From an optimization exercise on the open Yosys and OpenROAD flow, aimed at small area, a short achievable clock period and few clock cycles per item; shortcuts taken in it are not production practice.
Function was checked by simulation only, so behaviour that the tests miss may differ from the original.
Power and IR drop assume default switching activity.

==> flow/design.v <==
`timescale 1ns/1ns
`default_nettype none
module pixel_loader (
    input  logic          clk,
    input  logic          nrst,
    input  logic          wb_cyc,
    input  logic          wb_stb,
    input  logic          wb_we,
    input  logic [6:0]    wb_adr,
    input  logic [31:0]   wb_wdat,
    input  logic          window_valid,
    input  logic [23:0]   sum,
    input  logic          sum_valid,
    output logic          wb_ack,
    output logic [31:0]   wb_rdat,
    output logic [199:0]  pix_buf,
    output logic [199:0]  weights,
    output logic          start,
    output logic          col_done,
    output logic          first_row
);
    localparam logic [6:0] adr_pix  = 7'd0;
    localparam logic [6:0] adr_wgt  = 7'd32;
    localparam logic [6:0] adr_ctrl = 7'd64;
    localparam logic [6:0] adr_stat = 7'd65;
    localparam logic [6:0] adr_res  = 7'd66;
    logic        ack_q;
    logic [31:0] rdat_q;
    logic [31:0] rdat;
    logic        req;
    logic        wr;
    logic        rd;
    logic [6:0]  pix_idx;
    logic [6:0]  wgt_idx;
    logic        is_pix;
    logic        is_wgt;
    logic        is_ctrl;
    logic        is_res;
    logic [23:0] res_q;
    logic        done_q;
    assign req = wb_cyc && wb_stb && !ack_q;
    assign wr  = req && wb_we;
    assign rd  = req && !wb_we;
    assign pix_idx = wb_adr - adr_pix;
    assign wgt_idx = wb_adr - adr_wgt;
    assign is_pix  = pix_idx < 7'd25;
    assign is_wgt  = wgt_idx < 7'd25;
    assign is_ctrl = wb_adr == adr_ctrl;
    assign is_res  = wb_adr == adr_res;
    always_comb
    begin
        rdat = '0;                                   
        if (is_pix)
        begin
            rdat = {24'd0, pix_buf[pix_idx[4:0]*8 +: 8]};
        end
        else if (is_wgt)
        begin
            rdat = {{24{weights[wgt_idx[4:0]*8 + 7]}}, weights[wgt_idx[4:0]*8 +: 8]};
        end
        else if (wb_adr == adr_stat)
        begin
            rdat = {31'd0, done_q};
        end
        else if (is_res)
        begin
            rdat = {{8{res_q[23]}}, res_q};          
        end
    end
    always_ff @(posedge clk, negedge nrst)
    begin
        if (!nrst)
        begin
            ack_q    <= 1'b0;
            start    <= 1'b0;
            col_done <= 1'b0;
        end
        else
        begin
            ack_q    <= req;
            start    <= wr && is_ctrl && wb_wdat[0];
            col_done <= wr && is_pix && (pix_idx == 7'd24);
        end
    end
    always_ff @(posedge clk)
    begin
        if (rd)
        begin
            rdat_q <= rdat;
        end
    end
    genvar g;
    generate
        for (g = 0; g < 25; g = g + 1)
        begin : g_regs
            always_ff @(posedge clk)
            begin
                if (wr && is_pix && (pix_idx[4:0] == g))
                begin
                    pix_buf[g*8 +: 8] <= wb_wdat[7:0];
                end
                if (wr && is_wgt && (wgt_idx[4:0] == g))
                begin
                    weights[g*8 +: 8] <= wb_wdat[7:0];
                end
            end
        end
    endgenerate
    always_ff @(posedge clk, negedge nrst)
    begin
        if (!nrst)
        begin
            first_row <= 1'b0;
        end
        else if (wr && is_ctrl && wb_wdat[1])
        begin
            first_row <= 1'b1;
        end
        else if (window_valid)
        begin
            first_row <= 1'b0;                       
        end
    end
    always_ff @(posedge clk, negedge nrst)
    begin
        if (!nrst)
        begin
            res_q  <= '0;
            done_q <= 1'b0;
        end
        else if (sum_valid)
        begin
            res_q  <= sum;                           
            done_q <= 1'b1;
        end
        else if (rd && is_res)
        begin
            done_q <= 1'b0;
        end
    end
    assign wb_ack  = ack_q;
    assign wb_rdat = rdat_q;
endmodule
`default_nettype wire
`timescale 1ns/1ns
`default_nettype none
module window_ctrl (
    input  logic          clk,
    input  logic          nrst,
    input  logic [199:0]  pix_buf,
    input  logic          start,
    input  logic          col_done,
    input  logic          first_row,
    output logic [199:0]  win,
    output logic          window_valid
);
    localparam logic [1:0] st_idle  = 2'd0;
    localparam logic [1:0] st_load  = 2'd1;
    localparam logic [1:0] st_emit  = 2'd2;
    localparam logic [1:0] st_shift = 2'd3;
    logic [1:0] state_q;
    logic [1:0] state_d;
    logic [159:0] reuse_q;
    always_ff @(posedge clk, negedge nrst)
    begin
        if (!nrst)
        begin
            state_q <= st_idle;
        end
        else
        begin
            state_q <= state_d;
        end
    end
    always_comb
    begin
        state_d = state_q;
        case (state_q)
            st_idle:
            begin
                if (start)
                begin
                    state_d = st_load;
                end
            end
            st_load:
            begin
                if (col_done)
                begin
                    state_d = st_emit;               
                end
            end
            st_emit:
            begin
                state_d = st_shift;
            end
            default:
            begin
                state_d = st_load;
            end
        endcase
    end
    always_ff @(posedge clk)
    begin
        if ((state_q == st_load) && col_done)
        begin
            if (first_row)
            begin
                win <= pix_buf;
            end
            else
            begin
                win <= {pix_buf[199:160], reuse_q};
            end
        end
    end
    always_ff @(posedge clk)
    begin
        if (state_q == st_shift)
        begin
            reuse_q <= win[199:40];
        end
    end
    assign window_valid = state_q == st_emit;
endmodule
`default_nettype wire
`timescale 1ns/1ns
`default_nettype none
module window_mac (
    input  logic                clk,
    input  logic                nrst,
    input  logic [199:0]        win,
    input  logic [199:0]        weights,
    input  logic                window_valid,
    output logic signed [23:0]  sum,
    output logic                sum_valid
);
    logic signed [16:0] prod_q [0:24];
    logic               prod_valid_q;
    logic signed [23:0] tree_d;
    logic signed [23:0] node [1:63];
    always_comb
    begin
        for (int i = 0; i < 32; i = i + 1)
        begin
            node[32 + i] = (i < 25) ? 24'(prod_q[i < 25 ? i : 0]) : 24'sd0;
        end
        for (int n = 31; n >= 1; n = n - 1)
        begin
            node[n] = node[2*n] + node[2*n + 1];
        end
        tree_d = node[1];
    end
    always_ff @(posedge clk)
    begin
        if (window_valid)
        begin
            for (int i = 0; i < 25; i = i + 1)
            begin
                prod_q[i] <= $signed({1'b0, win[i*8 +: 8]}) * $signed(weights[i*8 +: 8]);
            end
        end
        if (prod_valid_q)
        begin
            sum <= tree_d;
        end
    end
    always_ff @(posedge clk, negedge nrst)
    begin
        if (!nrst)
        begin
            prod_valid_q <= 1'b0;
            sum_valid    <= 1'b0;
        end
        else
        begin
            prod_valid_q <= window_valid;
            sum_valid    <= prod_valid_q;
        end
    end
endmodule
`default_nettype wire
`timescale 1ns/1ns
`default_nettype none
module img2col (
    input  logic        clk,
    input  logic        nrst,
    input  logic        wb_cyc_i,
    input  logic        wb_stb_i,
    input  logic        wb_we_i,
    input  logic [6:0]  wb_adr_i,
    input  logic [31:0] wb_dat_i,
    output logic        wb_ack_o,
    output logic [31:0] wb_dat_o
);
    logic [199:0]       pix_buf;
    logic [199:0]       weights;
    logic [199:0]       win;
    logic               start;
    logic               col_done;
    logic               first_row;
    logic               window_valid;
    logic signed [23:0] sum;
    logic               sum_valid;
    pixel_loader u_loader (
        .clk          (clk),
        .nrst         (nrst),
        .wb_cyc       (wb_cyc_i),
        .wb_stb       (wb_stb_i),
        .wb_we        (wb_we_i),
        .wb_adr       (wb_adr_i),
        .wb_wdat      (wb_dat_i),
        .window_valid (window_valid),
        .sum          (sum),
        .sum_valid    (sum_valid),
        .wb_ack       (wb_ack_o),
        .wb_rdat      (wb_dat_o),
        .pix_buf      (pix_buf),
        .weights      (weights),
        .start        (start),
        .col_done     (col_done),
        .first_row    (first_row)
    );
    window_ctrl u_ctrl (
        .clk          (clk),
        .nrst         (nrst),
        .pix_buf      (pix_buf),
        .start        (start),
        .col_done     (col_done),
        .first_row    (first_row),
        .win          (win),
        .window_valid (window_valid)
    );
    window_mac u_mac (
        .clk          (clk),
        .nrst         (nrst),
        .win          (win),
        .weights      (weights),
        .window_valid (window_valid),
        .sum          (sum),
        .sum_valid    (sum_valid)
    );
endmodule
`default_nettype wire
==> flow/run.sh <==
#!/bin/bash
# synth_recipe.tcl (not shown) runs the flow's synth.tcl, then flattens the netlist and writes it again
# the make line also repeats each setting of config.mk as NAME=value (left out here)
make -C /OpenROAD-flow-scripts/flow DESIGN_CONFIG=/design/flow/config.mk WORK_HOME=/design/flow/orfs CLKGATE_MAP_FILE= SYNTH_SCRIPT=/design/flow/synth_recipe.tcl finish
==> flow/config.mk <==
export PLATFORM = sky130hd
export DESIGN_NAME = img2col
export DESIGN_NICKNAME = img2col
export VERILOG_FILES = /design/flow/design.v
export SDC_FILE = /design/flow/constraint.sdc
export NUM_CORES = 4
export LEC_CHECK = 0
export CAP_MARGIN = 20
export CORE_MARGIN = 2
export CORE_UTILIZATION = 45
export SLEW_MARGIN = 20
==> flow/constraint.sdc <==
create_clock -name core_clock -period 10.0 [get_ports {clk}]
set_input_delay 2.0000 -clock core_clock [delete_from_list [all_inputs] [get_ports {clk}]]
set_output_delay 2.0000 -clock core_clock [all_outputs]
set_load 0.01 [all_outputs]
==> results.yml <==
min_path:
  hold_class: "register to register"
floorplanning:
  core_um2: 249000
  start_util: 0.453
  num_rows: 183
  die_area_um2: 254000
  io_pins: 77
  die_h_um: 504
  fp.dieW_um: 504
final_layout:
  seq_area_um2: 37900
  multi_input_area_um2: 68000
  drive_gt1_frac: 0.0596
  fin_nets: 12498
  design_area_um2: 122000
  area_growth_pct: 8.09
  fill_cells: 22365
run_status:
  run_status: "complete, no violations"
synth:
  ys_ff_latch: 1266
  ys_async_sr_fraction: 0.0261
  synth.area.mux_share: 0.0404
  synth_fa_ha_area_frac: 0.348
  avgSynthCellArea_um2: 11.4
  syn_nets: 12400
  synth_edf_count: 1233
  ys.flop_type: "edfxtp_1"
  seq_area_frac_synth: 0.336
  yosysWarningCount: 5
  syn_inst: 9907
  synth.distinct_cells: 80
  synth_compound_area_frac: 0.0587
  synth_top_family_by_area: "adder cells"
  synth-simple-area-share: 0.121
  synth-xor-area-share: 0.0356
  syn_area_um2: 113000
setup_path:
  worstPathRequired_ns: 10.59
  slowest_stage: "fa_1"
  critical_path.max_stage_delay_ns: 0.71
  worstSetupPathType: "register to register"
  cp_common_cell: "fa_1"
  critPathMaxFanout: 8
  setup.worst_path.end_class: "register"
  arrival_ns: 8.46
  startpoint_type: "register"
power_and_ir_drop:
  ir_worst_vdd_v: 0.000149
  p_per_area_nw_per_um2: 107
  p_leak_uw: 0.0529
cts:
  h-tree-depth: 4
  clkTransAtPathRegs_ns: 0.06
  cts_tree: "built"
  clk_latency_ns: 0.82
  postCtsHoldBufs: 0
  ctsResizeCount: 0
  cts_sinks: 1266
  cts_buffers: 148
  cts_max_path_buffers: 3
  cts_root_buf: "clkbuf_16"
  cts_setup_buffers: 0
sta:
  slew_violations: 0
  hold_viol: 0
  post-route-period-util: 0.787
  final.setup.tns_ns: 0
  tightest_slew_ns: 1.14
  min_period_ns: 7.87
  rsz0062_at_grt: "false"
  fmax_mhz: 127
  setup_viol: 0
  hold_slack_ns: 0.442
  finClkSkew_ns: 0.0332
  slew_headroom: 0.219
run:
  cap_violations: 0
placement:
  placed_area_um2: 117000
  dp_hpwl_mm: 254
  port_buffers: 52
  gp_congestion: 0.958
grt:
  grt_usage: 0.253
  grt_pass1_vias: 76049
  overflow: 0
  antenna_found_initial: 33
  grt_pass1_wl_mm: 479
  grt_max_degree: 155
drt:
  drt_wl_total_mm: 319
  drc: 0
  routed_via_density: 5.50
  final_antenna_net_count: 0
  vias: 74115
  wl_per_cell_um: 23.7
  drt_first_pass_iters: 6
  first_iter_violations: 6199
[cell usage in the layout, fill, tap and decap left out, drive strengths merged, types with 24 or more instances in the layout]
cell and count:
a31oi 32, o21a 100, edfxtp 1233, nand2 714, mux4 100, nand2b 198
o21ai 178, clkinv 54, buf 46, a211oi 49, o21bai 25, a21oi 325
o211ai 24, ha 1308, nor3 93, nor2b 100, xnor2 390, nand3 98
a21o 101, and2 863, nor2 422, or2 27, clkdlybuf4s50 41, xor2 67
clkbuf 181, and3 45, mux2 184, inv 1625, o31ai 26, or3 48
dfrtp 33, fa 1141
[cell usage after synthesis, types with 33 or more instances]
cell,count,area [um2]
nor3_1,93,465
nand3_1,98,490
nand2b_1,198,1240
edfxtp_1,1233,37000
fa_1,1141,22800
and2_1,863,5400
nor2_1,421,1580
mux4_2,95,2140
xnor2_1,390,3420
clkbuf_1,95,357
nand2_1,714,2680
a21oi_1,325,1630
o21ai_0,163,816
a21o_1,101,758
inv_1,1609,6040
mux2_2,184,2070
xor2_1,67,587
or3_1,48,300
o21a_1,100,751
dfrtp_1,33,826
a211oi_1,49,368
ha_1,1308,16400
and3_1,45,282
nor2b_1,100,626
[power by group]
| group | total, uW | switching, uW | internal [uW] | leakage, uW |
|---|---|---|---|---|
| clock | 5390 | 2330 | 3060 | 0.00230 |
| combinational | 1300 | 790 | 507 | 0.0390 |
| sequential | 6360 | 177 | 6180 | 0.0116 |
[logic make-up (layout without fill, tap and decap cells)]
family,count (synthesis),in the layout
adders and majority gates,2449,2449
buffers and inverters,1748,1964
and+or+nand+nor,2662,2662
other,0,15
AOI/OAI and AO/OA,1021,1021
muxes,304,304
DFF,1266,1266
xor gates and xnor gates,457,457
[state kept, by name (all words and copies together), names as in the netlist]
signal	cells
u_mac.prod_q	425
u_ctrl.win	200
u_loader.pix_buf	200
u_loader.weights	200
u_ctrl.reuse_q	160
u_loader.rdat_q	24
u_loader.res_q	24
u_mac.sum	24
u_ctrl.state_q	2
u_loader.ack_q	1
u_loader.col_done	1
u_loader.done_q	1
u_loader.first_row	1
u_loader.start	1
u_mac.prod_valid_q	1
u_mac.sum_valid	1
[cell type report]
cell class	count	share of cell area
multi-input cells	6893	0.559
flip-flops and latches	1266	0.311
inverters	1609	0.0496
well taps	3330	0.0342
clock buffers	181	0.0321
clock inverters	87	0.00685
repair buffers	87	0.00650
diodes	15	0.000308
[routing by layer]
metal	wire length, um	vias to the layer above	track usage
met4	15600	4	0.111
met2	144000	2621	0.395
met1	135000	37617	0.346
li1	-	33327	-
met5	132	-	0
met3	24600	546	0.0448
[worst max-delay path, delay by kind of cell, from the launching register on]
family	cells	cell delay, ns
compound gates	11	2.64
simple gates	2	0.17
xor+xnor	1	0.46
buf+inv	3	0.22
fa+ha+maj	8	3.78
flops	1	0.37
[stage by stage]
| stage | total power [uW] | setup WS, ns | std cells | utilization |
|---|---|---|---|---|
| 4_1_cts | 13100 | 2.18 | 13453 | 0.489 |
| 6_report | 13000 | 2.13 | 13468 | 0.489 |
| 3_5_place_dp | 7730 | 2.19 | 13185 | 0.470 |
| 2_1_floorplan | 7220 | 3.35 | 9907 | - |
| 3_3_place_gp | 7720 | 2.12 | 13183 | 0.470 |
| 5_1_grt | 13400 | 1.85 | 13456 | 0.489 |
[worst paths after layout]
check	startpoint	to	slack (ns)	depth (start not counted)
hold reg to reg	u_loader.pix_buf[176]	u_ctrl.win[176]	0.44	0
max in group asynchronous	nrst	u_loader.first_row	7.90	1
setup / recovery	u_mac.prod_q[9][0]	u_mac.sum[20]	2.13	25
setup reg to reg	u_mac.prod_q[9][0]	u_mac.sum[20]	2.13	25
hold / removal	u_loader.pix_buf[176]	u_ctrl.win[176]	0.44	0
min in group asynchronous	nrst	u_loader.res_q[16]	1.34	1
Testbench counts, summed over its fixed seeds: cycles 21,260, windows 1,008.

[afterwards: timing with drivers on the ports]
Ports are ideal in the flow. The routed layout listed here was re-timed in OpenROAD.
Step 1 (the two cells are an assumption about what drives the block):
set clk [get_ports {clk}]
set_driving_cell -lib_cell sky130_fd_sc_hd__clkbuf_16 $clk
set_driving_cell -lib_cell sky130_fd_sc_hd__buf_2 [delete_from_list [all_inputs] $clk]
Step 2 times the ports against the registers' clock, not the clock port: input delays grow and output delays shrink by t, the midpoint of the rising clock arrivals with the driver on.
a / b / c = no drivers / after step 1 / after step 2; a / b = the first two.
t, ns: 0.905
setup WS [ns]: 2.129 / 2.129 / 2.129
hold WS [ns]: 0.442 / 0.442 / 0.442
worst setup path at the end: register to register
worst data-port slew with drivers (ns): 0.23
After both steps this run still meets setup and hold. For this run, drivers alone change the setup slack by 0.000 ns; drivers and shift together by 0.000 ns.
